What follows belongs to an exercise in optimizing a design on an open flow for small area, a short achievable clock period and few clock cycles per item; a production flow would make more cautious choices.
In this exercise RTL edits were held to simulation tests only and were not proved equivalent to the original.
Power and IR drop assume default switching activity.

Setup of trial 16:
==> flow/design.v (excerpt) <==
module positional_list_engine #(
    parameter int CAPACITY = 64
) (
    input  logic                                    clk,
    input  logic                                    rst_n,
    input  logic                                    in_valid,
    output logic                                    in_ready,
    input  logic [1:0]                              cmd,
    input  logic signed [plist_pkg::POS_W-1:0]      position,
    input  logic signed [plist_pkg::VAL_W-1:0]      value_in,
    output logic                                    out_valid,
    input  logic                                    out_ready,
    output logic signed [plist_pkg::VAL_W-1:0]      value_out,
    output logic [$clog2(CAPACITY+1)-1:0]           entry_count,
    output logic                                    full_drop,
    output logic                                    remove_miss
);
Size: ~7,900 cells after synthesis, about 3,000 flip-flops, roughly 97 I/O pins.
clock: 5.0 ns
lec_check: 0
cap_margin: 20
cell_pad_in_sites_detail_placement: 1
cell_pad_in_sites_global_placement: 1
core_margin: 2
core_utilization: 40
cts_cluster_diameter: 60
cts_cluster_size: 30
place_density: 0.55
setup_slack_margin: 2.3
slew_margin: 20
tns_end_percent: 100
run.sh (not shown) runs the stock make flow with config.mk's settings and CLKGATE_MAP_FILE= SYNTH_SCRIPT=/design/flow/synth_recipe.tcl, a recipe that flattens the netlist after the stock synthesis.
Testbench counts of trial 16, summed over its fixed seeds: cycles 16,024, items 16,000.
#### Input delta (trial 3 over trial 16)
--- a/flow/design.v
+++ b/flow/design.v
@@ -92,37 +92,38 @@
         lo_ge[0] = lo_oh[0];
         for (int l = 1; l < 8; l++)
             lo_ge[l] = lo_ge[l-1] || lo_oh[l];
         for (int c = 0; c <= N; c++)
             t[c] = hi_gt[c / 8] || (hi_oh[c / 8] && lo_ge[c % 8]);
         therm65 = t;
     endfunction
     assign full    = n[6];
     assign empty   = (n == 7'd0);
-    assign pc_ge_n = !position[plist_pkg::POS_W-1]
-                   && ((|position[plist_pkg::POS_W-2:6]) || t_n[position[5:0]]);
+    assign pc_ge_n = (r_pc >= n);
     always_comb
     begin
         if (r_ins)
             ok = !full;
         else if (r_back)
             ok = !empty;
         else
             ok = !empty && !pc_ge_n;
     end
     assign do_ins = r_v && r_ins && ok;
     assign do_rem = r_v && !r_ins && ok;
-    logic [6:0]      n_inc;
-    logic [6:0]      n_dec;
-    assign n_inc  = n + 7'd1;
-    assign n_dec  = n - 7'd1;
-    assign n_next = ({7{do_ins}} & n_inc) | ({7{do_rem}} & n_dec)
-                  | ({7{!do_ins && !do_rem}} & n);
+    always_comb
+    begin
+        n_next = n;
+        if (do_ins)
+            n_next = n + 7'd1;
+        else if (do_rem)
+            n_next = n - 7'd1;
+    end
     logic [N:0]      t_p65;
     assign t_n   = therm65(n);
     assign t_p65 = therm65(r_pc);
     assign t_p   = t_p65[N-1:0];
     always_comb
     begin
         for (int c = 0; c < N; c++)
         begin
             if (r_ins)
## What came out
- Delta (trial 3 minus trial 16): adder-cell share of the synthesized area level; vertical die dimension held; synthesis-to-layout area growth dropped 0.20 points; fraction of the cycle the final worst path needs went up 1.5 points; routed wire length rose by 0.36%.
Testbench counts of trial 3, summed over its fixed seeds: cycles 16,024, items 16,000.

--- another note on this design; it stands on its own ---

Setup of beta:
## positional_list_engine
module positional_list_engine #(
    parameter int CAPACITY = 64
) (
    input  logic                                    clk,
    input  logic                                    rst_n,
    input  logic                                    in_valid,
    output logic                                    in_ready,
    input  logic [1:0]                              cmd,
    input  logic signed [plist_pkg::POS_W-1:0]      position,
    input  logic signed [plist_pkg::VAL_W-1:0]      value_in,
    output logic                                    out_valid,
    input  logic                                    out_ready,
    output logic signed [plist_pkg::VAL_W-1:0]      value_out,
    output logic [$clog2(CAPACITY+1)-1:0]           entry_count,
    output logic                                    full_drop,
    output logic                                    remove_miss
);
Size in the first run: ~8300 cells after synthesis, about 3000 flip-flops, about 97 I/O pins, ~0.12 mm2 of cells after synthesis.
make LEC_CHECK=0 CAP_MARGIN=20 CELL_PAD_IN_SITES_DETAIL_PLACEMENT=1 CELL_PAD_IN_SITES_GLOBAL_PLACEMENT=1 CORE_MARGIN=2 CORE_UTILIZATION=40 CTS_CLUSTER_DIAMETER=60 CTS_CLUSTER_SIZE=30 PLACE_DENSITY=0.55 SETUP_SLACK_MARGIN=2.3 SLEW_MARGIN=20 TNS_END_PERCENT=100 finish   # period 5.0 ns
run.sh (not shown) runs the stock make flow with config.mk's settings and CLKGATE_MAP_FILE= SYNTH_SCRIPT=/design/flow/synth_recipe.tcl, a recipe that flattens the netlist after the stock synthesis.
Testbench counts of beta, summed over its fixed seeds: cycles 16,024, items 16,000.
## Diff of input files: epsilon against beta
Settings: a change of CTS_CLUSTER_DIAMETER from 60 to 50.
Results
The hold slack in epsilon sits 0.0042 ns above the value recorded for beta. The delay of the slowest cell on the worst path of epsilon falls short of that of beta by 0.03 ns. Summary: with beta as the reference, average vias per placed instance in epsilon moved down slightly. Comparing epsilon and beta, worst setup slack is lower on beta. Count of mapped cells out of synthesis delta (beta -> epsilon): insignificant. In epsilon relative to beta, total power consumption of the routed design had gone up by more than 10%.

[what the ideal ports hide]
How much do the figures lean on ideal ports? The routed layouts below were timed once more, with nothing changed but the port constraints.
Step 1, drivers: a clkbuf_16 drives clk and a buf_2 each remaining input, both assumed.
Step 2 moves the port delays by t, midway between the first and last clock arrival at a register: inputs arrive t later, outputs are due t later. That takes back most of the time a late clock gives input paths.
a / b / c = no drivers / after step 1 / after step 2; a / b = the first two.
run | t (ns) | setup slack, ns | worst hold slack (ns) | worst setup path at the end | clock arrival spread, ns | cell pins on the clock port's net
trial 16 | 1.034 | 2.023 / 1.919 / 1.290 | 0.132 / 0.054 / 0.322 | input to register | 0.103 / 0.103 | 1
trial 3 | 1.036 | 1.948 / 1.948 / 1.015 | 0.115 / 0.033 / 0.336 | input to register | 0.100 / 0.099 | 1
beta | 1.044 | 2.072 / 2.072 / 1.435 | 0.053 / -0.014 / 0.362 | input to register | 0.081 / 0.081 | 1
epsilon | 1.039 | 2.191 / 2.191 / 1.440 | 0.058 / -0.016 / 0.356 | input to register | 0.055 / 0.055 | 1
After both steps every run listed still meets setup and hold. For trial 3, which loses most, drivers alone change the setup slack by 0.000 ns; drivers and shift together by -0.933 ns.
